This is an optimization exercise on Yosys and OpenROAD, whose aim is small area, a short achievable clock period and few clock cycles per item, not a production implementation.
The RTL was checked by simulation tests, not by an equivalence proof against the original design.

$ cat flow/config.mk
export PLATFORM = sky130hd
export DESIGN_NAME = conditional_output_channel_controller
export DESIGN_NICKNAME = conditional_output_channel_controller
export VERILOG_FILES = /design/flow/design.v
export SDC_FILE = /design/flow/constraint.sdc
export NUM_CORES = 4
export LEC_CHECK = 0
export CAP_MARGIN = 20
export CORE_MARGIN = 2
export CORE_UTILIZATION = 40
export SLEW_MARGIN = 20
$ cat flow/constraint.sdc
create_clock -name core_clock -period 9.0 [get_ports {clk}]
set_input_delay 1.8000 -clock core_clock [delete_from_list [all_inputs] [get_ports {clk}]]
set_output_delay 1.8000 -clock core_clock [all_outputs]
set_load 0.01 [all_outputs]
$ cat flow/design.v
`timescale 1ns / 1ps
`default_nettype none
package cocc_pkg;
  localparam int NUM_CHANNELS = 6;
  localparam int SAMPLE_BITS  = 10;
  localparam int OP_W     = 3;
  localparam int CH_W     = 3;
  localparam int RULE_W   = 3;
  localparam int DATA_W   = 32;
  localparam int SAMPLE_W = 10;
  localparam int LEFT_W   = 10;
  localparam int IDX_W = (NUM_CHANNELS > 1) ? $clog2(NUM_CHANNELS) : 1;
  localparam int                 MS_PER_SEC = 1000;
  localparam logic [DATA_W-1:0]  DIV_MAGIC  = 32'h10624DD3;
  localparam int                 DIV_SHIFT  = 38;
  localparam int                 Q_W        = 23;
  localparam logic [SAMPLE_W-1:0] SAMPLE_MASK =
    SAMPLE_W'((33'd1 << SAMPLE_BITS) - 33'd1);
  typedef enum logic [OP_W-1:0] {
    OP_EVAL   = 3'd0,
    OP_SET    = 3'd1,
    OP_TOGGLE = 3'd2,
    OP_KILL   = 3'd3,
    OP_READ   = 3'd4
  } op_t;
  localparam logic [RULE_W-1:0] RULE_TIMER  = 3'd0;
  localparam logic [RULE_W-1:0] RULE_PULSE  = 3'd1;
  localparam logic [RULE_W-1:0] RULE_RISING = 3'd2;
  localparam logic [RULE_W-1:0] RULE_ABOVE  = 3'd3;
  localparam logic [RULE_W-1:0] RULE_BELOW  = 3'd4;
  typedef struct packed {
    logic capture;
    logic load;
    logic exec;
    logic pin;
    logic elap;
    logic mul;
    logic apply;
    logic check;
    logic respond;
    logic phase;
  } cocc_cmd_t;
  typedef struct packed {
    logic op_eval;
    logic in_range;
    logic enabled;
    logic on_off;
    logic rule_timer;
    logic out_free;
  } cocc_stat_t;
endpackage
`default_nettype wire
`timescale 1ns / 1ps
`default_nettype none
module cocc_ctrl (
  input  wire logic clk,
  input  wire logic rst_n,
  input  wire logic in_valid,
  output logic      in_ready,
  input  wire logic out_ready,
  output logic      out_valid,
  input  wire logic need_step,    
  output logic      load,         
  output logic      go,           
  output logic      done,         
  output logic      slow          
);
  logic s_valid_r;
  logic out_valid_r;
  logic slow_r;
  logic out_free;
  assign out_free  = !out_valid_r || out_ready;
  assign go        = s_valid_r && out_free;
  assign done      = go && !need_step;
  assign in_ready  = !s_valid_r || done;
  assign load      = in_valid && in_ready;
  assign out_valid = out_valid_r;
  assign slow      = slow_r;
  always_ff @(posedge clk) begin
    if (!rst_n) begin
      s_valid_r   <= 1'b0;
      out_valid_r <= 1'b0;
      slow_r      <= 1'b0;
    end else begin
      if (load)           s_valid_r <= 1'b1;
      else if (done)      s_valid_r <= 1'b0;
      if (done)           out_valid_r <= 1'b1;
      else if (out_ready) out_valid_r <= 1'b0;
      if (done)           slow_r <= 1'b0;
      else if (go)        slow_r <= 1'b1;
    end
  end
endmodule
`default_nettype wire
`timescale 1ns / 1ps
`default_nettype none
module cocc_dp (
  input  wire logic                          clk,
  input  wire logic                          rst_n,
  input  wire logic                          load,
  input  wire logic                          go,
  input  wire logic                          done,
  input  wire logic                          slow,
  output logic                               need_step,
  input  wire logic [cocc_pkg::OP_W-1:0]     in_op,
  input  wire logic [cocc_pkg::CH_W-1:0]     in_channel,
  input  wire logic [cocc_pkg::DATA_W-1:0]   in_now_ms,
  input  wire logic                          in_pin_level,
  input  wire logic [cocc_pkg::SAMPLE_W-1:0] in_analog_sample,
  input  wire logic [cocc_pkg::RULE_W-1:0]   in_cond_on,
  input  wire logic [cocc_pkg::RULE_W-1:0]   in_cond_off,
  input  wire logic [cocc_pkg::DATA_W-1:0]   in_value_on,
  input  wire logic [cocc_pkg::DATA_W-1:0]   in_value_off,
  input  wire logic                          in_initial_state,
  output logic [cocc_pkg::CH_W-1:0]          out_channel_out,
  output logic                               out_active,
  output logic                               out_out_level,
  output logic                               out_cur_state,
  output logic [cocc_pkg::RULE_W-1:0]        out_rule_on,
  output logic [cocc_pkg::RULE_W-1:0]        out_rule_off,
  output logic [cocc_pkg::DATA_W-1:0]        out_target_on,
  output logic [cocc_pkg::DATA_W-1:0]        out_target_off,
  output logic [cocc_pkg::DATA_W-1:0]        out_progress
);
  localparam int NCH = cocc_pkg::NUM_CHANNELS;
  localparam int DW  = cocc_pkg::DATA_W;
  localparam int RW  = cocc_pkg::RULE_W;
  localparam int LW  = cocc_pkg::LEFT_W;
  localparam int SW  = cocc_pkg::SAMPLE_W;
  localparam int CW  = cocc_pkg::CH_W;
  localparam logic [DW-1:0] SAT_MAX = '1;
  logic [cocc_pkg::OP_W-1:0] s_op;
  logic [CW-1:0]             s_ch;
  logic [DW-1:0]             s_now;
  logic                      s_pin;
  logic [SW-1:0]             s_smp;
  logic [RW-1:0]             s_con, s_coff;
  logic [DW-1:0]             s_von, s_voff;
  logic                      s_init;
  always_ff @(posedge clk) begin
    if (load) begin
      s_op   <= in_op;
      s_ch   <= in_channel;
      s_now  <= in_now_ms;
      s_pin  <= in_pin_level;
      s_smp  <= in_analog_sample;
      s_con  <= in_cond_on;
      s_coff <= in_cond_off;
      s_von  <= in_value_on;
      s_voff <= in_value_off;
      s_init <= in_initial_state;
    end
  end
  logic          vld_m  [NCH];
  logic          en_m   [NCH];
  logic          on_m   [NCH];
  logic          pin_m  [NCH];
  logic          lvl_m  [NCH];
  logic [RW-1:0] ron_m  [NCH];
  logic [RW-1:0] roff_m [NCH];
  logic [DW-1:0] ton_m  [NCH];
  logic [DW-1:0] toff_m [NCH];
  logic [DW-1:0] prog_m [NCH];
  logic [DW-1:0] last_m [NCH];
  logic [LW-1:0] left_m [NCH];
  logic [NCH-1:0] sel_i;
  logic           in_range;
  logic          c_en, c_on, c_pin, c_lvl;
  logic [RW-1:0] c_ron, c_roff;
  logic [DW-1:0] c_ton, c_toff, c_prog, c_last;
  logic [LW-1:0] c_left;
  assign in_range = (s_ch < CW'(NCH));
  always_comb begin
    c_en = 1'b0; c_on = 1'b0; c_pin = 1'b0; c_lvl = 1'b0;
    c_ron = '0; c_roff = '0; c_ton = '0; c_toff = '0; c_prog = '0; c_last = '0; c_left = '0;
    for (int c = 0; c < NCH; c++) begin
      sel_i[c] = (s_ch == CW'(c)) && vld_m[c];
      c_en   |= sel_i[c] & en_m[c];
      c_on   |= sel_i[c] & on_m[c];
      c_pin  |= sel_i[c] & pin_m[c];
      c_lvl  |= sel_i[c] & lvl_m[c];
      c_ron  |= {RW{sel_i[c]}} & ron_m[c];
      c_roff |= {RW{sel_i[c]}} & roff_m[c];
      c_ton  |= {DW{sel_i[c]}} & ton_m[c];
      c_toff |= {DW{sel_i[c]}} & toff_m[c];
      c_prog |= {DW{sel_i[c]}} & prog_m[c];
      c_last |= {DW{sel_i[c]}} & last_m[c];
      c_left |= {LW{sel_i[c]}} & left_m[c];
    end
  end
  logic          op_eval, op_set, op_toggle, op_kill;
  logic [RW-1:0] rule;
  logic [DW-1:0] tgt;
  assign op_eval   = (s_op == 3'd0);
  assign op_set    = (s_op == 3'd1);
  assign op_toggle = (s_op == 3'd2);
  assign op_kill   = (s_op == 3'd3);
  assign rule      = c_on ? c_roff : c_ron;
  assign tgt       = c_on ? c_toff : c_ton;
  logic          bw;
  logic [DW-1:0] dm;
  logic          ge;
  logic [8:1]    dm_is;
  assign {bw, dm} = {1'b0, tgt} - {1'b0, c_prog};
  assign ge       = bw || (dm == '0);
  always_comb for (int k = 1; k <= 8; k++) dm_is[k] = (dm == DW'(k));
  logic [DW-1:0] e_comb;
  logic          e_big;
  logic [12:0]   e13;
  logic [8:1]    cmp;
  logic [3:0]    q;
  logic [12:0]   qk;
  logic [LW-1:0] r;
  logic          fire;
  assign e_comb = s_now + DW'(c_left) - c_last;
  assign e_big  = |e_comb[DW-1:13];
  assign e13    = e_comb[12:0];
  always_comb begin
    q  = '0;
    qk = '0;
    for (int k = 1; k <= 8; k++) begin
      cmp[k] = (e13 >= 13'(1000 * k));
      if (cmp[k]) begin
        q  = 4'(k);
        qk = 13'(1000 * k);
      end
    end
  end
  assign r    = LW'(e13 - qk);
  assign fire = slow || cmp[1];
  logic [DW-1:0] ecur_r;
  logic          ecur_big;
  logic [22:0]   q1;
  logic [DW-1:0] e_next;
  logic [DW:0]   step_sum;
  logic [DW-1:0] step_prog;
  logic [DW-1:0] step_last;
  logic          slow_step;
  logic          capture;
  logic          timer_eval;
  assign ecur_big   = |ecur_r[DW-1:13];
  assign q1         = 23'(ecur_r >> 10) + 23'(ecur_r >> 16) + 23'(ecur_r >> 17);
  assign e_next     = ecur_r - (DW'(q1) << 10) + (DW'(q1) << 4) + (DW'(q1) << 3);
  assign step_sum   = {1'b0, c_prog} + (DW+1)'(q1);
  assign step_prog  = step_sum[DW] ? SAT_MAX : step_sum[DW-1:0];
  assign step_last  = s_now - e_next;
  assign slow_step  = slow && ecur_big;
  assign timer_eval = op_eval && in_range && c_en && (rule == cocc_pkg::RULE_TIMER);
  assign capture    = !slow && timer_eval && e_big;
  assign need_step  = slow_step || capture;
  always_ff @(posedge clk) begin
    if (go) ecur_r <= slow ? e_next : e_comb;
  end
  logic          ev;
  logic [3:0]    inc;
  logic [DW:0]   inc_sum;
  logic [DW-1:0] inc_prog;
  logic          hit1;
  logic [DW-1:0] prog1;
  logic          lvl1;
  logic          upd_t;
  function automatic logic [DW-1:0] below(input logic [DW-1:0] t, input logic [SW-1:0] s);
    logic [DW:0] tw;
    logic [DW:0] d;
    tw = {t, 1'b0};
    d  = tw - (DW+1)'(s);
    if (tw <= (DW+1)'(s)) below = '0;
    else if (d[DW])       below = SAT_MAX;
    else                  below = d[DW-1:0];
  endfunction
  logic [DW-1:0] blw_on, blw_off;
  assign blw_on  = below(c_ton, s_smp);
  assign blw_off = below(c_toff, s_smp);
  assign ev = (rule == cocc_pkg::RULE_PULSE)  ? (!s_pin && c_lvl) :
              (rule == cocc_pkg::RULE_RISING) ? (s_pin && !c_lvl) : 1'b0;
  always_comb begin
    unique case (rule)
      cocc_pkg::RULE_TIMER:                         inc = q;
      cocc_pkg::RULE_PULSE, cocc_pkg::RULE_RISING:  inc = {3'b0, ev};
      default:                                      inc = 4'd0;
    endcase
  end
  assign inc_sum  = {1'b0, c_prog} + (DW+1)'(inc);
  assign inc_prog = inc_sum[DW] ? SAT_MAX : inc_sum[DW-1:0];
  assign upd_t    = (rule == cocc_pkg::RULE_TIMER) && fire;
  always_comb begin
    prog1 = inc_prog;
    lvl1  = c_lvl;
    hit1  = ge;
    unique case (rule)
      cocc_pkg::RULE_TIMER: begin
        for (int k = 1; k <= 8; k++) if (dm_is[k] && cmp[k]) hit1 = 1'b1;
      end
      cocc_pkg::RULE_PULSE, cocc_pkg::RULE_RISING: begin
        lvl1 = s_pin;
        if (ev && dm_is[1]) hit1 = 1'b1;
      end
      cocc_pkg::RULE_ABOVE: begin
        prog1 = DW'(s_smp);
        hit1  = (DW'(s_smp) >= tgt);
      end
      cocc_pkg::RULE_BELOW: begin
        prog1 = c_on ? blw_off : blw_on;
        hit1  = (tgt == '0) || (tgt >= DW'(s_smp));
      end
      default: ;
    endcase
  end
  logic [DW-1:0] prog2;
  logic          lvl2;
  logic          hit2;
  logic          toff0;
  assign toff0 = (c_toff == '0);
  always_comb begin
    prog2 = '0;
    lvl2  = 1'b0;
    hit2  = toff0;
    unique case (c_roff)
      cocc_pkg::RULE_PULSE: begin
        lvl2 = s_pin;
      end
      cocc_pkg::RULE_RISING: begin
        lvl2  = s_pin;
        prog2 = DW'(s_pin);
        hit2  = s_pin ? (c_toff <= DW'(1)) : toff0;
      end
      cocc_pkg::RULE_ABOVE: begin
        prog2 = DW'(s_smp);
        hit2  = (DW'(s_smp) >= c_toff);
      end
      cocc_pkg::RULE_BELOW: begin
        prog2 = blw_off;
        hit2  = toff0 || (c_toff >= DW'(s_smp));
      end
      default: ;
    endcase
  end
  logic          n_en, n_on, n_pin, n_lvl;
  logic [RW-1:0] n_ron, n_roff;
  logic [DW-1:0] n_ton, n_toff, n_prog, n_last;
  logic [LW-1:0] n_left;
  always_comb begin
    n_en = c_en; n_on = c_on; n_pin = c_pin; n_lvl = c_lvl;
    n_ron = c_ron; n_roff = c_roff; n_ton = c_ton; n_toff = c_toff;
    n_prog = c_prog; n_last = c_last; n_left = c_left;
    if (slow_step) begin
      n_prog = step_prog;
      n_last = step_last;
      n_left = '0;
    end else if (capture) begin
    end else if (op_eval) begin
      if (c_en) begin
        n_pin = c_on;
        if (hit1) begin
          n_last = s_now;
          n_left = '0;
          if (!c_on && !hit2) begin
            n_on   = 1'b1;
            n_prog = prog2;
            n_lvl  = lvl2;
          end else begin
            n_on   = 1'b0;
            n_prog = '0;
            n_lvl  = 1'b0;
          end
        end else begin
          n_prog = prog1;
          n_lvl  = lvl1;
          if (upd_t) begin
            n_last = s_now;
            n_left = r;
          end
        end
      end
    end else if (op_set) begin
      n_en   = 1'b1;
      n_ron  = s_con;
      n_roff = s_coff;
      n_ton  = s_von;
      n_toff = s_voff;
      n_on   = s_init;
      n_prog = '0;
      n_last = s_now;
      n_left = '0;
      n_lvl  = 1'b0;
    end else if (op_toggle) begin
      n_on   = !c_on;
      n_prog = '0;
      n_lvl  = 1'b0;
      n_last = s_now;
    end else if (op_kill) begin
      n_en   = 1'b0;
      n_ron  = '0;
      n_roff = '0;
      n_ton  = '0;
      n_toff = '0;
      n_pin  = 1'b0;
      n_on   = 1'b0;
      n_prog = '0;
      n_last = s_now;
      n_left = '0;
      n_lvl  = 1'b0;
    end
  end
  logic wr;
  assign wr = go && in_range;
  always_ff @(posedge clk) begin
    if (!rst_n) begin
      for (int c = 0; c < NCH; c++) vld_m[c] <= 1'b0;
    end else begin
      for (int c = 0; c < NCH; c++) if (wr && s_ch == CW'(c)) vld_m[c] <= 1'b1;
    end
  end
  always_ff @(posedge clk) begin
    for (int c = 0; c < NCH; c++) begin
      if (wr && s_ch == CW'(c)) begin
        en_m[c]   <= n_en;
        on_m[c]   <= n_on;
        pin_m[c]  <= n_pin;
        lvl_m[c]  <= n_lvl;
        ron_m[c]  <= n_ron;
        roff_m[c] <= n_roff;
        ton_m[c]  <= n_ton;
        toff_m[c] <= n_toff;
        prog_m[c] <= n_prog;
        last_m[c] <= n_last;
        left_m[c] <= n_left;
      end
    end
  end
  logic [CW-1:0]  ch_o_r;
  logic [NCH-1:0] sel_o;
  always_ff @(posedge clk) begin
    if (done) ch_o_r <= s_ch;
  end
  always_comb begin
    out_active = 1'b0; out_out_level = 1'b0; out_cur_state = 1'b0;
    out_rule_on = '0; out_rule_off = '0; out_target_on = '0; out_target_off = '0; out_progress = '0;
    for (int c = 0; c < NCH; c++) begin
      sel_o[c] = (ch_o_r == CW'(c)) && vld_m[c];
      out_active     |= sel_o[c] & en_m[c];
      out_out_level  |= sel_o[c] & pin_m[c];
      out_cur_state  |= sel_o[c] & on_m[c];
      out_rule_on    |= {RW{sel_o[c]}} & ron_m[c];
      out_rule_off   |= {RW{sel_o[c]}} & roff_m[c];
      out_target_on  |= {DW{sel_o[c]}} & ton_m[c];
      out_target_off |= {DW{sel_o[c]}} & toff_m[c];
      out_progress   |= {DW{sel_o[c]}} & prog_m[c];
    end
  end
  assign out_channel_out = ch_o_r;
endmodule
`default_nettype wire
`timescale 1ns / 1ps
`default_nettype none
module conditional_output_channel_controller (
  input  wire logic                          clk,
  input  wire logic                          rst_n,
  input  wire logic                          in_valid,
  output logic                               in_ready,
  input  wire logic [cocc_pkg::OP_W-1:0]     in_op,
  input  wire logic [cocc_pkg::CH_W-1:0]     in_channel,
  input  wire logic [cocc_pkg::DATA_W-1:0]   in_now_ms,
  input  wire logic                          in_pin_level,
  input  wire logic [cocc_pkg::SAMPLE_W-1:0] in_analog_sample,
  input  wire logic [cocc_pkg::RULE_W-1:0]   in_cond_on,
  input  wire logic [cocc_pkg::RULE_W-1:0]   in_cond_off,
  input  wire logic [cocc_pkg::DATA_W-1:0]   in_value_on,
  input  wire logic [cocc_pkg::DATA_W-1:0]   in_value_off,
  input  wire logic                          in_initial_state,
  output logic                               out_valid,
  input  wire logic                          out_ready,
  output logic [cocc_pkg::CH_W-1:0]          out_channel_out,
  output logic                               out_active,
  output logic                               out_out_level,
  output logic                               out_cur_state,
  output logic [cocc_pkg::RULE_W-1:0]        out_rule_on,
  output logic [cocc_pkg::RULE_W-1:0]        out_rule_off,
  output logic [cocc_pkg::DATA_W-1:0]        out_target_on,
  output logic [cocc_pkg::DATA_W-1:0]        out_target_off,
  output logic [cocc_pkg::DATA_W-1:0]        out_progress
);
  logic need_step;
  logic load;
  logic go;
  logic done;
  logic slow;
  cocc_ctrl u_ctrl (
    .clk       (clk),
    .rst_n     (rst_n),
    .in_valid  (in_valid),
    .in_ready  (in_ready),
    .out_ready (out_ready),
    .out_valid (out_valid),
    .need_step (need_step),
    .load      (load),
    .go        (go),
    .done      (done),
    .slow      (slow)
  );
  cocc_dp u_dp (
    .clk              (clk),
    .rst_n            (rst_n),
    .load             (load),
    .go               (go),
    .done             (done),
    .slow             (slow),
    .need_step        (need_step),
    .in_op            (in_op),
    .in_channel       (in_channel),
    .in_now_ms        (in_now_ms),
    .in_pin_level     (in_pin_level),
    .in_analog_sample (in_analog_sample),
    .in_cond_on       (in_cond_on),
    .in_cond_off      (in_cond_off),
    .in_value_on      (in_value_on),
    .in_value_off     (in_value_off),
    .in_initial_state (in_initial_state),
    .out_channel_out  (out_channel_out),
    .out_active       (out_active),
    .out_out_level    (out_out_level),
    .out_cur_state    (out_cur_state),
    .out_rule_on      (out_rule_on),
    .out_rule_off     (out_rule_off),
    .out_target_on    (out_target_on),
    .out_target_off   (out_target_off),
    .out_progress     (out_progress)
  );
endmodule
`default_nettype wire
$ cat flow/run.sh
#!/bin/bash
# synth_recipe.tcl (not shown) runs the flow's synth.tcl, then flattens the netlist and writes it again
# the make line also repeats each setting of config.mk as NAME=value (left out here)
make -C /OpenROAD-flow-scripts/flow DESIGN_CONFIG=/design/flow/config.mk WORK_HOME=/design/flow/orfs CLKGATE_MAP_FILE= SYNTH_SCRIPT=/design/flow/synth_recipe.tcl finish
==> run notes, run 1 <==
outcome no timing/DRC/antenna violations; kind of capture point of the worst setup path output port; Critical Path Slowest Stage Cell sky130_fd_sc_hd__a221oi_1; all-layer global routing usage 27.7%; number of design rule violations left after detail routing 0; antenna violations before repair 1; io pins 234; initial cell density of the core 40.3%; worst clock skew on the final layout 0.102 ns; most frequent standard cell in the layout excluding fill and tap cells sky130_fd_sc_hd__edfxtp_1; via count 49000; remaining max-slew budget at the tightest pin 19.4%; worst stage delay on the critical path 0.71 ns; TritonCTS clock tree done; sequential-to-total area share from yosys stat 52.9%; fraction of layout cells with a size suffix above 1 10.5%; Post-Route Hold Slack 0.517 ns; vias in the first global route 46600; most used cell along the critical path sky130_fd_sc_hd__buf_4; Die Span Y 390 um; final clock period utilization by the worst path 98.0%; placed cell areas 0.0658 sq mm; CTS H-Tree Depth 3; signal arrival time at the worst endpoint 7.02 ns; iteration count of the initial detailed-routing pass 6; area of the mapped netlist 0.0596 sq mm; gp weighted congestion 1.02; Max Clock Freq 113 MHz; Worst Max-Slew Pin Slew 1.20 ns; hold path startpoint u_dp.vld_m[0]; primary flip-flop cell chosen by synthesis mapping sky130_fd_sc_hd__edfxtp_1; yosys synthesis warning count 14; number of synthesized flops with an enable pin 1043; Port Buf Inserts 233; number of non-filler instances in the completed layout 7684; total of flip-flops plus latches after synthesis 1052; sum of negative setup slack 0 ns; final max-slew violation count 0; Setup Viol. Count Final 0; maximum number of pins on one net before global-route repair 105; count of mapped cells out of synthesis 5280; gr ovfl total 0; register clock-pin slew on the reported worst setup and hold paths 0.06 ns; number of nets in the layout 6115; count of unique library cells instantiated by Yosys 107; class of the worst hold path reg -> reg; critical path start-end classification reg -> out; CTS root buf sky130_fd_sc_hd__clkbuf_16; number of nets produced by synthesis 5730; x dimension of the die 390 um; most frequent cells in the layout sky130_fd_sc_hd__edfxtp_1, sky130_fd_sc_hd__a22oi_1, sky130_fd_sc_hd__nor2_1, sky130_fd_sc_hd__a21oi_1, sky130_fd_sc_hd__nand2_1; detailed-route wire length 218 mm; series of cell instances along the critical path buf_4 > and4b_4 > buf_4 > buf_4 > a221oi_1 > ha_1 > ha_1 > and2_1 > a311o_1 > o211a_1 > o211ai_1 > and3_2 > o21ai_0 > or4_4 > o41ai_4 > buf_4 > nand3_1 > nand2_2 > clkdlybuf4s50_1; cell types with the largest area share after synthesis sky130_fd_sc_hd__edfxtp_1, sky130_fd_sc_hd__a22oi_1, sky130_fd_sc_hd__ha_1; Critical Path Source Type flop; number of clock sinks 1052; flop-to-flop setup slack 0.42 ns; detailed-placement wirelength estimate 149 mm; number of failing hold endpoints at the final stage 0; setup repair after global routing missed its margin true; syn avg cell area 11.3 sq um; total buffers and inverters traversed by the critical path 5; hold bufs inserted after CTS 0; Starting DRT DRC Count 6544; Worst setup startpoint u_dp.s_ch[0]; largest buffer count on any clock path 3; post-layout minimum cycle time 8.82 ns; clock latency of the later-clocked register in the worst-skew pair 0.80 ns; Worst EP required 7.20 ns; post-synth top area share 52.6%; number of buffers added by the clock tree synthesis step 110; vias per std cell 6.38; placeable core region 0.148 sq mm; Yosys top cell by area sky130_fd_sc_hd__edfxtp_1; Die Footprint 0.152 sq mm; Placed Cells incl. Taps 7466; number of fill cells 13400; kind of cell adding the most delay to the critical path compound AO/OA/AOI/OAI gates; first-pass GRT wire length 315 mm; Critical Path Fanout Max 21; area growth from synthesis to layout 16.9%; number of maximum-capacitance violations 0; count of antenna-violating nets left after detailed routing 0; average routed wire per standard cell 28.3 um; start of the worst register-to-register path u_dp.s_ch[0]; post-synthesis async set-or-reset flop share 0%; cell area after layout 0.0696 sq mm; number of standard-cell rows in the floorplan 141
==> per-stage QoR <==
stage	utilization, %	setup slack [ns]
2_1_floorplan	-	-1.84
5_1_grt	47.1	-0.0707
6_report	47.1	0.182
3_5_place_dp	44.5	0.332
3_3_place_gp	44.5	0.323
4_1_cts	46.9	0.00417
==> layer usage <==
metal	up-vias	wire length (um)	part of all wire, %	global-route usage, %
met5	-	0	0	0
met1	24300	91100	42	39.5
met4	0	8540	3.9	10.6
li1	21500	-	-	-
met2	2811	96900	45	42.3
met3	383	21200	9.7	4.48
==> logic make-up after synthesis <==
| kind of cell | Yosys count | synth area share, % |
|---|---|---|
| mux | 27 | 0.458 |
| compound gates | 1777 | 20.7 |
| fa+ha+maj | 326 | 7.76 |
| flops | 1052 | 52.9 |
| simple gates | 1399 | 11.5 |
| xor+xnor | 220 | 3.23 |
| buf+inv | 479 | 3.48 |
==> final timing paths <==
check | end | depth (start not counted)
min | u_dp.vld_m[0] | 1
max | in_ready | 19
max reg2reg | u_dp.prog_m[5][12] | 26
min reg2reg | u_dp.vld_m[0] | 1
==> synth_stat cells (31+ instances only) <==
| library cell | instances |
|---|---|
| sky130_fd_sc_hd__nor4_1 | 40 |
| sky130_fd_sc_hd__nor2_1 | 349 |
| sky130_fd_sc_hd__a211oi_1 | 42 |
| sky130_fd_sc_hd__buf_1 | 33 |
| sky130_fd_sc_hd__nor2b_1 | 31 |
| sky130_fd_sc_hd__xor2_1 | 82 |
| sky130_fd_sc_hd__o21a_1 | 43 |
| sky130_fd_sc_hd__inv_1 | 184 |
| sky130_fd_sc_hd__xnor2_1 | 138 |
| sky130_fd_sc_hd__nand3_1 | 303 |
| sky130_fd_sc_hd__a22oi_1 | 747 |
| sky130_fd_sc_hd__o211ai_1 | 32 |
| sky130_fd_sc_hd__o21ai_0 | 197 |
| sky130_fd_sc_hd__clkbuf_1 | 166 |
| sky130_fd_sc_hd__edfxtp_1 | 1043 |
| sky130_fd_sc_hd__nand2_1 | 310 |
| sky130_fd_sc_hd__and3_1 | 45 |
| sky130_fd_sc_hd__ha_1 | 253 |
| sky130_fd_sc_hd__nand4_1 | 43 |
| sky130_fd_sc_hd__a21oi_1 | 331 |
| sky130_fd_sc_hd__nand2b_1 | 42 |
| sky130_fd_sc_hd__nor3_1 | 87 |
| sky130_fd_sc_hd__a31oi_1 | 38 |
| sky130_fd_sc_hd__buf_2 | 55 |
| sky130_fd_sc_hd__fa_1 | 73 |
| sky130_fd_sc_hd__a21o_1 | 74 |
==> registers in the layout (all words and copies together), names as in the netlist, 6 cells and up <==
register     cells
u_dp.ecur_r     32
u_dp.en_m        6
u_dp.last_m    192
u_dp.left_m     60
u_dp.lvl_m       6
u_dp.on_m        6
u_dp.pin_m       6
u_dp.prog_m    192
u_dp.roff_m     18
u_dp.ron_m      18
u_dp.s_now      32
u_dp.s_smp      10
u_dp.s_voff     32
u_dp.s_von      32
u_dp.toff_m    192
u_dp.ton_m     192
u_dp.vld_m       6
==> what timing repair did <==
item | in CTS | in global routing
endpoints found under the hold margin | 0 | 0
gates cloned | 4 | 2
pin swaps | 3 | 3
resized for setup | 1 | 29
endpoints found under the setup margin | 1 | 153
setup buffers | 7 | 4
==> layout make-up <==
type	instances	area, sq um	area share (%)
repair buffers	560	5050	7.26
multi-input cells	3754	26400	37.9
well taps	1930	2410	3.47
diodes	3	7.51	0.0108
inverters	187	702	1.01
clock buffers	140	2890	4.14
clock inverters	58	656	0.941
flip-flops and latches	1052	31500	45.2
Testbench counts, summed over its fixed seeds: cycles 8,432, items 8,037.
==> run 2: changes to the inputs <==
--- a/flow/config.mk
+++ b/flow/config.mk
@@ -8,4 +8,5 @@
 export CAP_MARGIN = 20
 export CORE_MARGIN = 2
 export CORE_UTILIZATION = 40
+export SETUP_SLACK_MARGIN = 1.0
 export SLEW_MARGIN = 20
==> run 2 against run 1 <==
  * Still clean
  * Register-to-register slack better by 0.64 ns
  * Clock skew is 0.033 ns lower
  * Synthesized cell count stayed put
  * Hold slack worse by 0.0085 ns
  * Die area stayed put
  * Critical endpoint unchanged
==> run notes, run 2 <==
number of synthesized flops with an enable pin 1043 (unchanged); Setup Viol. Count Final 0 (unchanged); register clock-pin slew on the reported worst setup and hold paths 0.06 ns (about the same); iteration count of the initial detailed-routing pass 8 (+2); sequential-to-total area share from yosys stat 52.9% (unchanged); Critical Path Fanout Max 14 (-33%); final clock period utilization by the worst path 88.6% (-9.3 points); number of nets produced by synthesis 5730 (unchanged); clock latency of the later-clocked register in the worst-skew pair 0.76 ns (-0.04 ns); placeable core region 0.148 sq mm (unchanged); Critical Path Slowest Stage Cell sky130_fd_sc_hd__or4_4; series of cell instances along the critical path buf_6 > nor4b_4 > buf_6 > buf_4 > bufbuf_16 > a22oi_1 > nand3_2 > fa_1 > ha_1 > a21oi_2 > o21ai_2 > a311o_1 > o211a_4 > o21a_1 > o211ai_1 > nand4_1 > or4_4 > o41ai_4 > buf_6 > nand3_2 > nand2_4 > buf_6; CTS H-Tree Depth 3 (unchanged); number of design rule violations left after detail routing 0 (unchanged); TritonCTS clock tree done; critical path start-end classification reg -> out; post-synthesis async set-or-reset flop share 0% (unchanged); worst stage delay on the critical path 0.60 ns (-0.11 ns); sum of negative setup slack 0 ns (unchanged); count of mapped cells out of synthesis 5280 (unchanged); fraction of layout cells with a size suffix above 1 14.9% (+4.4 points); start of the worst register-to-register path u_dp.ecur_r[18]; count of antenna-violating nets left after detailed routing 0 (unchanged); number of nets in the layout 6180 (+1.1%); class of the worst hold path reg -> reg; setup repair after global routing missed its margin true; fin util 48.6% (+1.5 points); number of fill cells 13300 (-0.30%); largest buffer count on any clock path 3 (unchanged); Worst Max-Slew Pin Slew 1.17 ns (-0.0315 ns); final max-slew violation count 0 (unchanged); area of the mapped netlist 0.0596 sq mm (unchanged); CTS root buf sky130_fd_sc_hd__clkbuf_16; Port Buf Inserts 233 (unchanged); top-count cell post-synth sky130_fd_sc_hd__edfxtp_1; Max Clock Freq 125 MHz (+11%); average routed wire per standard cell 28.8 um (+1.6%); x dimension of the die 390 um (unchanged); vias in the first global route 47300 (+1.6%); vias per std cell 6.39 (+0.28%); outcome no timing/DRC/antenna violations; most used cell along the critical path sky130_fd_sc_hd__buf_6; most frequent cells in the layout sky130_fd_sc_hd__edfxtp_1, sky130_fd_sc_hd__a22oi_1, sky130_fd_sc_hd__nor2_1, sky130_fd_sc_hd__buf_4, sky130_fd_sc_hd__nand2_1; worst clock skew on the final layout 0.0688 ns (-0.0334 ns); cell types with the largest area share after synthesis sky130_fd_sc_hd__edfxtp_1, sky130_fd_sc_hd__a22oi_1, sky130_fd_sc_hd__ha_1; Worst EP required 7.20 ns (about the same); gr ovfl total 0 (unchanged); Yosys top cell by area sky130_fd_sc_hd__edfxtp_1; Critical Path Source Type flop; Die Span Y 390 um (unchanged); signal arrival time at the worst endpoint 6.18 ns (-0.84 ns); number of maximum-capacitance violations 0 (unchanged); most frequent standard cell in the layout excluding fill and tap cells sky130_fd_sc_hd__edfxtp_1; post-synth top area share 52.6% (unchanged); total of flip-flops plus latches after synthesis 1052 (unchanged); most frequent cells after synthesis sky130_fd_sc_hd__edfxtp_1, sky130_fd_sc_hd__a22oi_1, sky130_fd_sc_hd__nor2_1, sky130_fd_sc_hd__a21oi_1, sky130_fd_sc_hd__nand2_1; hold path startpoint u_dp.vld_m[0]; yosys synthesis warning count 14 (unchanged); initial cell density of the core 40.3% (unchanged); maximum number of pins on one net before global-route repair 108 (+2.9%); io pins 234 (unchanged); hold bufs inserted after CTS 0 (unchanged); number of clock sinks 1052 (unchanged); area growth from synthesis to layout 20.6%; number of failing hold endpoints at the final stage 0 (unchanged); Worst setup startpoint u_dp.s_ch[0]; count of unique library cells instantiated by Yosys 107 (unchanged); post-layout minimum cycle time 7.98 ns (-0.840 ns); total inserted antenna cells 0 (-3); via count 49500 (+1.1%); primary flip-flop cell chosen by synthesis mapping sky130_fd_sc_hd__edfxtp_1; detailed-route wire length 223 mm (+2.5%); all-layer global routing usage 27.8% (+0.16 points); detailed-placement wirelength estimate 147 mm (-0.93%); antenna violations before repair 2 (+1); remaining max-slew budget at the tightest pin 21.8% (+2.4 points); number of standard-cell rows in the floorplan 141 (unchanged); Die Footprint 0.152 sq mm (unchanged); syn avg cell area 11.3 sq um (unchanged); first-pass GRT wire length 317 mm (+0.59%); number of buffers added by the clock tree synthesis step 109 (-0.91%); kind of capture point of the worst setup path output port; Starting DRT DRC Count 6315 (-3.5%); gp weighted congestion 1.07 (+4.0%)
[run 2: per-layer routing]
| layer | GRT usage (%) | vias to the layer above | wire (um) |
|---|---|---|---|
| met5 | 0 | - | 20 |
| met4 | 11.7 | 4 | 10100 |
| met3 | 4.85 | 473 | 22600 |
| met2 | 43.0 | 2840 | 99700 |
| met1 | 38.6 | 24600 | 90700 |
| li1 | - | 21600 | - |
[run 2: timing repair]
| item | 4_1_cts | 5_1_grt |
|---|---|---|
| setup endpoints to repair | 445 | 451 |
| hold endpoints to repair | 0 | 0 |
| pin swaps | 38 | 94 |
| setup buffers | 42 | 60 |
| resized for setup | 116 | 205 |
| gates cloned | 8 | 5 |
[run 2: path summary, 6_finish.rpt]
path              slack (ns)  cells past startpoint                 end
hold / removal          0.51                      1       u_dp.vld_m[0]
hold reg to reg         0.51                      1       u_dp.vld_m[0]
setup reg to reg        1.06                     35  u_dp.last_m[4][28]
setup / recovery        1.02                     22            in_ready
[run 2: per-stage QoR]
step / hold slack, ns / instances / instance area, sq um / setup slack (ns)
after global placement: 0.483 / 7434 / 65600 / 0.442
after global routing: 0.523 / 7750 / 71900 / 0.625
after detailed placement: 0.485 / 7434 / 65600 / 0.336
final: 0.508 / 7750 / 71900 / 1.02
after CTS: 0.499 / 7685 / 70200 / 0.908
after floorplan: 0.446 / 5280 / 59700 / -0.853
[run 2: critical path, delay by kind of cell, from the launching register on]
family	cells	cell delay, ns
AO/OA/AOI/OAI	8	1.64
adder cells (fa/ha/maj)	2	0.74
buffers and inverters	6	1.07
flip-flops	1	0.48
AND/OR/NAND/NOR	6	1.48
[run 2: final cells by class]
type / instances / area, sq um / share of cell area, %
Timing Repair Buffer: 624 / 5920 / 8.24
Clock buffer: 132 / 2840 / 3.95
Tap cell: 1930 / 2410 / 3.36
Multi-Input combinational cell: 3756 / 27800 / 38.7
Inverter: 187 / 702 / 0.977
Clock inverter: 69 / 709 / 0.987
Sequential cell: 1052 / 31500 / 43.8
[run 2: cell families after synthesis]
logic type,share of synthesized area [%]
AOI/OAI and AO/OA,20.7
xor gates and xnor gates,3.23
adders and majority gates,7.76
buffers and inverters,3.48
DFF,52.9
muxes,0.458
and+or+nand+nor,11.5
==> run 3: changes to the inputs <==
--- a/flow/design.v
+++ b/flow/design.v
@@ -129,6 +129,11 @@
   localparam int SW  = cocc_pkg::SAMPLE_W;
   localparam int CW  = cocc_pkg::CH_W;
   localparam logic [DW-1:0] SAT_MAX = '1;
+  function automatic logic [2*DW-1:0] csa(input logic [DW-1:0] a, input logic [DW-1:0] b,
+                                          input logic [DW-1:0] c, input logic ci);
+    csa = {a ^ b ^ c,
+           (a[DW-2:0] & b[DW-2:0]) | (a[DW-2:0] & c[DW-2:0]) | (b[DW-2:0] & c[DW-2:0]), ci};
+  endfunction
   logic [cocc_pkg::OP_W-1:0] s_op;
   logic [CW-1:0]             s_ch;
   logic [DW-1:0]             s_now;
@@ -137,8 +142,13 @@
   logic [RW-1:0]             s_con, s_coff;
   logic [DW-1:0]             s_von, s_voff;
   logic                      s_init;
+  logic [5:0] s_sel;
+  logic       wr;
+  logic       vld_m [NCH];    
   always_ff @(posedge clk) begin
     if (load) begin
+      for (int c = 0; c < 6; c++)
+        s_sel[c] <= (in_channel == CW'(c)) && (vld_m[c] || (wr && s_ch == CW'(c)));
       s_op   <= in_op;
       s_ch   <= in_channel;
       s_now  <= in_now_ms;
@@ -151,7 +161,6 @@
       s_init <= in_initial_state;
     end
   end
-  logic          vld_m  [NCH];
   logic          en_m   [NCH];
   logic          on_m   [NCH];
   logic          pin_m  [NCH];
@@ -174,7 +183,7 @@
     c_en = 1'b0; c_on = 1'b0; c_pin = 1'b0; c_lvl = 1'b0;
     c_ron = '0; c_roff = '0; c_ton = '0; c_toff = '0; c_prog = '0; c_last = '0; c_left = '0;
     for (int c = 0; c < NCH; c++) begin
-      sel_i[c] = (s_ch == CW'(c)) && vld_m[c];
+      sel_i[c] = s_sel[c];
       c_en   |= sel_i[c] & en_m[c];
       c_on   |= sel_i[c] & on_m[c];
       c_pin  |= sel_i[c] & pin_m[c];
@@ -197,14 +206,22 @@
   assign op_kill   = (s_op == 3'd3);
   assign rule      = c_on ? c_roff : c_ron;
   assign tgt       = c_on ? c_toff : c_ton;
-  logic          bw;
-  logic [DW-1:0] dm;
+  logic          bw_on, bw_off;
+  logic [DW-1:0] dm_on, dm_off;
   logic          ge;
   logic [8:1]    dm_is;
-  assign {bw, dm} = {1'b0, tgt} - {1'b0, c_prog};
-  assign ge       = bw || (dm == '0);
-  always_comb for (int k = 1; k <= 8; k++) dm_is[k] = (dm == DW'(k));
-  logic [DW-1:0] e_comb;
+  assign {bw_on, dm_on}   = {1'b0, c_ton} - {1'b0, c_prog};
+  assign {bw_off, dm_off} = {1'b0, c_toff} - {1'b0, c_prog};
+  always_comb begin
+    if (c_on) begin
+      ge = bw_off || (dm_off == '0);
+      for (int k = 1; k <= 8; k++) dm_is[k] = (dm_off == DW'(k));
+    end else begin
+      ge = bw_on || (dm_on == '0);
+      for (int k = 1; k <= 8; k++) dm_is[k] = (dm_on == DW'(k));
+    end
+  end
+  logic [DW-1:0] e_s_r;
   logic          e_big;
   logic [12:0]   e13;
   logic [8:1]    cmp;
@@ -212,9 +229,8 @@
   logic [12:0]   qk;
   logic [LW-1:0] r;
   logic          fire;
-  assign e_comb = s_now + DW'(c_left) - c_last;
-  assign e_big  = |e_comb[DW-1:13];
-  assign e13    = e_comb[12:0];
+  assign e_big = |e_s_r[DW-1:13];
+  assign e13   = e_s_r[12:0];
   always_comb begin
     q  = '0;
     qk = '0;
@@ -228,29 +244,31 @@
   end
   assign r    = LW'(e13 - qk);
   assign fire = slow || cmp[1];
-  logic [DW-1:0] ecur_r;
-  logic          ecur_big;
   logic [22:0]   q1;
   logic [DW-1:0] e_next;
   logic [DW:0]   step_sum;
   logic [DW-1:0] step_prog;
-  logic [DW-1:0] step_last;
-  logic          slow_step;
-  logic          capture;
   logic          timer_eval;
-  assign ecur_big   = |ecur_r[DW-1:13];
-  assign q1         = 23'(ecur_r >> 10) + 23'(ecur_r >> 16) + 23'(ecur_r >> 17);
-  assign e_next     = ecur_r - (DW'(q1) << 10) + (DW'(q1) << 4) + (DW'(q1) << 3);
+  logic [DW-1:0] ea, eb, ec;
+  logic [DW-1:0] q1_s, q1_c;
+  logic [DW-1:0] t_s1, t_c1, t_s2, t_c2, t_s3, t_c3, t_s4, t_c4, t_s5, t_c5, t_s6, t_c6, t_s7, t_c7;
+  assign ea = e_s_r >> 10;
+  assign eb = e_s_r >> 16;
+  assign ec = e_s_r >> 17;
+  assign {q1_s, q1_c} = csa(ea, eb, ec, 1'b0);
+  assign q1           = 23'(q1_s + q1_c);
+  assign {t_s1, t_c1} = csa(DW'(e_s_r[9:0]), ea << 4, ea << 3, 1'b1);
+  assign {t_s2, t_c2} = csa(~(eb << 10), eb << 4, eb << 3, 1'b1);
+  assign {t_s3, t_c3} = csa(~(ec << 10), ec << 4, ec << 3, 1'b0);
+  assign {t_s4, t_c4} = csa(t_s1, t_c1, t_s2, 1'b0);
+  assign {t_s5, t_c5} = csa(t_c2, t_s3, t_c3, 1'b0);
+  assign {t_s6, t_c6} = csa(t_s4, t_c4, t_s5, 1'b0);
+  assign {t_s7, t_c7} = csa(t_c5, t_s6, t_c6, 1'b0);
+  assign e_next       = DW'(22'(t_s7 + t_c7));
   assign step_sum   = {1'b0, c_prog} + (DW+1)'(q1);
   assign step_prog  = step_sum[DW] ? SAT_MAX : step_sum[DW-1:0];
-  assign step_last  = s_now - e_next;
-  assign slow_step  = slow && ecur_big;
   assign timer_eval = op_eval && in_range && c_en && (rule == cocc_pkg::RULE_TIMER);
-  assign capture    = !slow && timer_eval && e_big;
-  assign need_step  = slow_step || capture;
-  always_ff @(posedge clk) begin
-    if (go) ecur_r <= slow ? e_next : e_comb;
-  end
+  assign need_step  = timer_eval && e_big;
   logic          ev;
   logic [3:0]    inc;
   logic [DW:0]   inc_sum;
@@ -268,9 +286,10 @@
     else if (d[DW])       below = SAT_MAX;
     else                  below = d[DW-1:0];
   endfunction
-  logic [DW-1:0] blw_on, blw_off;
-  assign blw_on  = below(c_ton, s_smp);
-  assign blw_off = below(c_toff, s_smp);
+  logic          bhit_on;
+  logic [DW-1:0] blw;
+  assign bhit_on = (c_ton == '0) || (c_ton >= DW'(s_smp));
+  assign blw     = below((!c_on && (c_ron == cocc_pkg::RULE_BELOW) && !bhit_on) ? c_ton : c_toff, s_smp);
   assign ev = (rule == cocc_pkg::RULE_PULSE)  ? (!s_pin && c_lvl) :
               (rule == cocc_pkg::RULE_RISING) ? (s_pin && !c_lvl) : 1'b0;
   always_comb begin
@@ -300,7 +319,7 @@
         hit1  = (DW'(s_smp) >= tgt);
       end
       cocc_pkg::RULE_BELOW: begin
-        prog1 = c_on ? blw_off : blw_on;
+        prog1 = blw;
         hit1  = (tgt == '0) || (tgt >= DW'(s_smp));
       end
       default: ;
@@ -329,7 +348,7 @@
         hit2  = (DW'(s_smp) >= c_toff);
       end
       cocc_pkg::RULE_BELOW: begin
-        prog2 = blw_off;
+        prog2 = blw;
         hit2  = toff0 || (c_toff >= DW'(s_smp));
       end
       default: ;
@@ -343,11 +362,8 @@
     n_en = c_en; n_on = c_on; n_pin = c_pin; n_lvl = c_lvl;
     n_ron = c_ron; n_roff = c_roff; n_ton = c_ton; n_toff = c_toff;
     n_prog = c_prog; n_last = c_last; n_left = c_left;
-    if (slow_step) begin
+    if (need_step) begin
       n_prog = step_prog;
-      n_last = step_last;
-      n_left = '0;
-    end else if (capture) begin
     end else if (op_eval) begin
       if (c_en) begin
         n_pin = c_on;
@@ -402,7 +418,40 @@
       n_lvl  = 1'b0;
     end
   end
-  logic wr;
+  logic [NCH-1:0] sel_n;
+  logic [DW-1:0]  p_last;
+  logic [LW-1:0]  p_left;
+  logic [DW-1:0]  e_pre;
+  logic [DW-1:0]  d_now;
+  logic [DW-1:0]  e_fwd;
+  logic [DW-1:0]  e_fwd_r;
+  logic [DW-1:0]  e_fwd_l;
+  logic           same_ch;
+  logic           chg_t;
+  logic           keep_left;
+  always_comb begin
+    p_last = '0;
+    p_left = '0;
+    for (int c = 0; c < NCH; c++) begin
+      sel_n[c] = (in_channel == CW'(c)) && vld_m[c];
+      p_last |= {DW{sel_n[c]}} & last_m[c];
+      p_left |= {LW{sel_n[c]}} & left_m[c];
+    end
+  end
+  logic [DW-1:0]  pre_s, pre_c;
+  assign {pre_s, pre_c} = csa(in_now_ms, DW'(p_left), ~p_last, 1'b1);
+  assign e_pre   = pre_s + pre_c;
+  assign d_now   = in_now_ms - s_now;
+  assign keep_left = op_toggle;
+  assign chg_t     = op_set || op_kill || op_toggle || (op_eval && c_en && (hit1 || upd_t));
+  assign same_ch = done && in_range && (in_channel == s_ch);
+  assign e_fwd_r = d_now + DW'(r);
+  assign e_fwd_l = d_now + DW'(c_left);
+  assign e_fwd   = keep_left ? e_fwd_l : (op_eval && c_en && upd_t && !hit1) ? e_fwd_r : d_now;
+  always_ff @(posedge clk) begin
+    if (load)    e_s_r <= (same_ch && chg_t) ? e_fwd : e_pre;
+    else if (go) e_s_r <= e_next;
+  end
   assign wr = go && in_range;
   always_ff @(posedge clk) begin
     if (!rst_n) begin
--- a/flow/config.mk
+++ b/flow/config.mk
@@ -8,5 +8,5 @@
 export CAP_MARGIN = 20
 export CORE_MARGIN = 2
 export CORE_UTILIZATION = 40
-export SETUP_SLACK_MARGIN = 1.0
+export SETUP_SLACK_MARGIN = 2.5
 export SLEW_MARGIN = 20
==> run 3 against run 2 <==
  * Wire length is 5.5% higher
  * Setup slack better by 1.4 ns
  * Critical path depth unchanged
  * Count of clock-buffer cells in the layout increased by 4
  * Global-route usage is 0.12 points higher
  * Via count up 5.6%
  * Hold slack better by 0.044 ns
  * Flip-flop and latch count up 6
  * Register-to-register slack improved by 1.4 ns
  * Synthesized area rose by 6.0%
  * Critical path type is now reg -> reg
  * Largest cell class unchanged
  * Highest routed layer unchanged
==> run notes, run 3 <==
area of the mapped netlist 0.0632 sq mm (+6.0%); Worst EP required 9.62 ns (+2.42 ns); Worst Hold Path Cells 2 (+1); Setup Viol. Count Final 0 (unchanged); vias per std cell 6.43 (+0.52%); Die Footprint 0.161 sq mm (+6.0%); outcome no timing/DRC/antenna violations; area growth from synthesis to layout 18.4%; setup repair after global routing missed its margin true; CTS root buf sky130_fd_sc_hd__clkbuf_16; vias in the first global route 50500 (+6.8%); iteration count of the initial detailed-routing pass 14 (+6); Critical Path Fanout Max 18 (+4); most frequent cells after synthesis sky130_fd_sc_hd__edfxtp_1, sky130_fd_sc_hd__a22oi_1, sky130_fd_sc_hd__nor2_1, sky130_fd_sc_hd__a21oi_1, sky130_fd_sc_hd__inv_1; average routed wire per standard cell 28.9 um (+0.36%); worst r2r path cells 22 (-37%); met2 track demand over resource 44.1% (+1.1 points); placeable core region 0.157 sq mm (+5.9%); most frequent standard cell in the layout excluding fill and tap cells sky130_fd_sc_hd__edfxtp_1; Die Span Y 401 um (+2.9%); first-pass GRT wire length 339 mm (+7.2%); maximum number of pins on one net before global-route repair 116 (+7.4%); via count 52300 (+5.6%); kind of capture point of the worst setup path flop; Critical Path Source Type flop; post-synth top area share 49.9% (-2.7 points); number of design rule violations left after detail routing 0 (unchanged); number of synthesized flops with an enable pin 1049 (+0.58%); Max Clock Freq 152 MHz (+21%); sum of negative setup slack 0 ns (unchanged); gp weighted congestion 0.993 (-6.8%); number of clock sinks 1058 (+0.57%); class of the worst hold path reg -> reg; number of maximum-capacitance violations 0 (unchanged); yosys synthesis warning count 14 (unchanged); number of nets in the layout 6541 (+5.8%); Port Buf Inserts 233 (unchanged); Yosys top cell by area sky130_fd_sc_hd__edfxtp_1; CTS H-Tree Depth 3 (unchanged); detailed-placement wirelength estimate 155 mm (+5.3%); final max-slew violation count 0 (unchanged); most frequent cells in the layout sky130_fd_sc_hd__edfxtp_1, sky130_fd_sc_hd__a22oi_1, sky130_fd_sc_hd__nor2_1, sky130_fd_sc_hd__a21oi_1, sky130_fd_sc_hd__inv_1; number of standard-cell rows in the floorplan 145 (+2.8%); x dimension of the die 401 um (+2.9%); register clock-pin slew on the reported worst setup and hold paths 0.06 ns (about the same); count of mapped cells out of synthesis 5673 (+7.4%); Worst Max-Slew Pin Slew 1.14 ns (-0.0299 ns); number of buffers added by the clock tree synthesis step 114 (+4.6%); endpoint of the worst-slack reg-to-reg timing path u_dp.on_m[4]; worst-case hold path end point u_ctrl.slow_r; cell types with the largest area share after synthesis sky130_fd_sc_hd__edfxtp_1, sky130_fd_sc_hd__a22oi_1, sky130_fd_sc_hd__ha_1; number of fill cells 14100 (+5.7%); signal arrival time at the worst endpoint 7.20 ns (+1.02 ns); detailed-route wire length 235 mm (+5.5%); io pins 234 (unchanged); count of antenna-violating nets left after detailed routing 0 (unchanged); worst clock skew on the final layout 0.0540 ns (-0.0149 ns); initial cell density of the core 40.4% (+0.052 points); clock latency of the later-clocked register in the worst-skew pair 0.77 ns (about the same); met3 track utilization from global routing 4.65% (-0.21 points); primary flip-flop cell chosen by synthesis mapping sky130_fd_sc_hd__edfxtp_1; count of unique library cells instantiated by Yosys 108 (+0.93%); number of failing hold endpoints at the final stage 0 (unchanged); flop-to-flop setup slack 2.42 ns (+1.36 ns); remaining max-slew budget at the tightest pin 23.7% (+1.9 points); final clock period utilization by the worst path 73.1% (-16 points); start of the worst register-to-register path u_dp.s_sel[1]; post-synthesis async set-or-reset flop share 0% (unchanged); all-layer global routing usage 28.0% (+0.12 points); post-layout minimum cycle time 6.58 ns (-1.40 ns); top-count cell post-synth sky130_fd_sc_hd__edfxtp_1; met1 demand-to-capacity share in global routing 37.6% (-1.0 points); antenna violations before repair 3 (+1); sequential-to-total area share from yosys stat 50.1% (-2.7 points); hold path startpoint u_ctrl.slow_r; busiest layer in global routing met2; fraction of layout cells with a size suffix above 1 13.2% (-1.7 points); total of flip-flops plus latches after synthesis 1058 (+0.57%); number of nets produced by synthesis 6221 (+8.6%); TritonCTS clock tree done; gr ovfl total 0 (unchanged); Starting DRT DRC Count 7811 (+24%); critical path start-end classification reg -> reg; largest buffer count on any clock path 3 (unchanged); syn avg cell area 11.1 sq um (-1.3%)
==> run 3: cell count changes in the layout (fill, tap and decap cells not counted), moves of 44 or more <==
| cell | change |
|---|---|
| sky130_fd_sc_hd__inv_1 | +120 |
| sky130_fd_sc_hd__buf_4 | -100 |
| sky130_fd_sc_hd__a222oi_1 | +84 |
| sky130_fd_sc_hd__nand3_1 | -65 |
| sky130_fd_sc_hd__ha_1 | +63 |
| sky130_fd_sc_hd__a22oi_1 | -54 |
| sky130_fd_sc_hd__a221oi_1 | +45 |
| sky130_fd_sc_hd__fa_1 | +44 |
==> run 3: timing repair <==
| item | in CTS | in global routing |
|---|---|---|
| setup buffers | 54 | 64 |
| gates cloned | 9 | 3 |
| pin swaps | 34 | 75 |
| setup endpoints to repair | 534 | 488 |
| endpoints found under the hold margin | 0 | 0 |
| gates resized for setup | 162 | 218 |
| hold buffers | 0 | 0 |
==> run 3: logic make-up after synthesis <==
group | Yosys count | share of synthesized area (%)
buf+inv | 646 | 4.17
xor+xnor | 235 | 3.26
compound gates | 1942 | 21.8
fa+ha+maj | 424 | 9.79
mux | 24 | 0.410
simple gates | 1344 | 10.5
flops | 1058 | 50.1
==> run 3: final cells by class <==
cell class	instances	area, sq um	share of cell area, %
Sequential cell	1058	31700	42.4
Multi-Input combinational cell	3976	30600	41.0
Timing Repair Buffer	514	5010	6.70
Clock buffer	136	2960	3.95
Tap cell	2058	2570	3.44
Inverter	329	1280	1.71
Clock inverter	70	639	0.855
Antenna cell	2	5.00	0.00669
==> run 3: through the flow <==
stage	instances	setup WS [ns]	util (%)	cell area (sq um)	hold WS [ns]
finish	8143	2.42	47.8	74800	0.552
global route	8141	2.43	47.8	74800	0.556
CTS	8074	2.50	46.8	73200	0.547
detailed placement	7805	0.789	43.7	68400	0.533
global placement	7805	0.910	43.7	68400	0.511
floorplan	5673	1.60	-	63400	0.480
==> run 3: worst max-delay path by stage <==
stage                        start            endpoint  slack, ns  cells past startpoint
floorplan                out_ready       u_dp.s_sel[0]       1.60                      6
CTS                 u_dp.e_s_r[18]  u_dp.prog_m[1][29]       2.50                     29
global route         u_dp.s_sel[0]  u_dp.prog_m[4][19]       2.43                     29
global placement     in_channel[1]      u_dp.e_s_r[31]       0.91                     22
detailed placement   in_channel[1]      u_dp.e_s_r[30]       0.79                     21
finish               u_dp.s_sel[1]        u_dp.on_m[4]       2.42                     22
==> run 3: metal layers <==
metal	up-vias	share of wire (%)
met2	3119	46
met1	25900	40
li1	22800	-
met4	4	4.8
met3	508	9.6
met5	-	0.0089
==> run 3: critical path, cell delays in order (launching register included) <==
cell	delay [ns]
sky130_fd_sc_hd__edfxtp_1	0.50
sky130_fd_sc_hd__buf_12	0.21
sky130_fd_sc_hd__buf_6	0.19
sky130_fd_sc_hd__a22oi_1	0.18
sky130_fd_sc_hd__nand2_1	0.07
sky130_fd_sc_hd__a221oi_1	0.23
sky130_fd_sc_hd__buf_4	0.25
sky130_fd_sc_hd__ha_1	0.19
sky130_fd_sc_hd__inv_1	0.06
sky130_fd_sc_hd__fa_2	0.45
sky130_fd_sc_hd__xnor2_1	0.56
sky130_fd_sc_hd__o21ai_0	0.50
sky130_fd_sc_hd__nor3b_1	0.62
sky130_fd_sc_hd__nand4_1	0.29
sky130_fd_sc_hd__or2_2	0.37
sky130_fd_sc_hd__o21bai_4	0.25
sky130_fd_sc_hd__buf_4	0.17
sky130_fd_sc_hd__buf_4	0.13
sky130_fd_sc_hd__o21ai_0	0.32
sky130_fd_sc_hd__nor4_1	0.35
sky130_fd_sc_hd__a21oi_1	0.12
sky130_fd_sc_hd__o21ai_0	0.22
sky130_fd_sc_hd__buf_4	0.18
Testbench counts of run 3, summed over its fixed seeds: cycles 8,287, items 8,037.

-- re-timing with driven ports --
No port has a modelled driver above. Below, the same layouts with a new extraction and two added sets of constraints. Step 1 (the two cells are an assumption about what drives the block):
set clk [get_ports {clk}]
set_driving_cell -lib_cell sky130_fd_sc_hd__clkbuf_16 $clk
set_driving_cell -lib_cell sky130_fd_sc_hd__buf_2 [delete_from_list [all_inputs] $clk]
Step 2 adds t to the input delays and takes it off the output delays; t is the mean of the earliest and latest rising clock arrival at the registers after step 1. Input paths then give back, and output paths get back, about the clock's delay inside the block. Three values: ideal ports, drivers, drivers and shift; two values: the first two.
| run | t (ns) | slack for setup (ns) | worst setup path at the end |
|---|---|---|---|
| run 1 | 0.826 | 0.182 / 0.103 / 0.422 | register to register |
| run 2 | 0.815 | 1.022 / 0.936 / 1.059 | register to register |
| run 3 | 0.831 | 2.422 / 2.422 / 1.865 | input to register |
After both steps setup and hold are still met in every run listed. For run 3, which loses most, drivers alone change the setup slack by 0.000 ns; drivers and shift together by -0.557 ns.
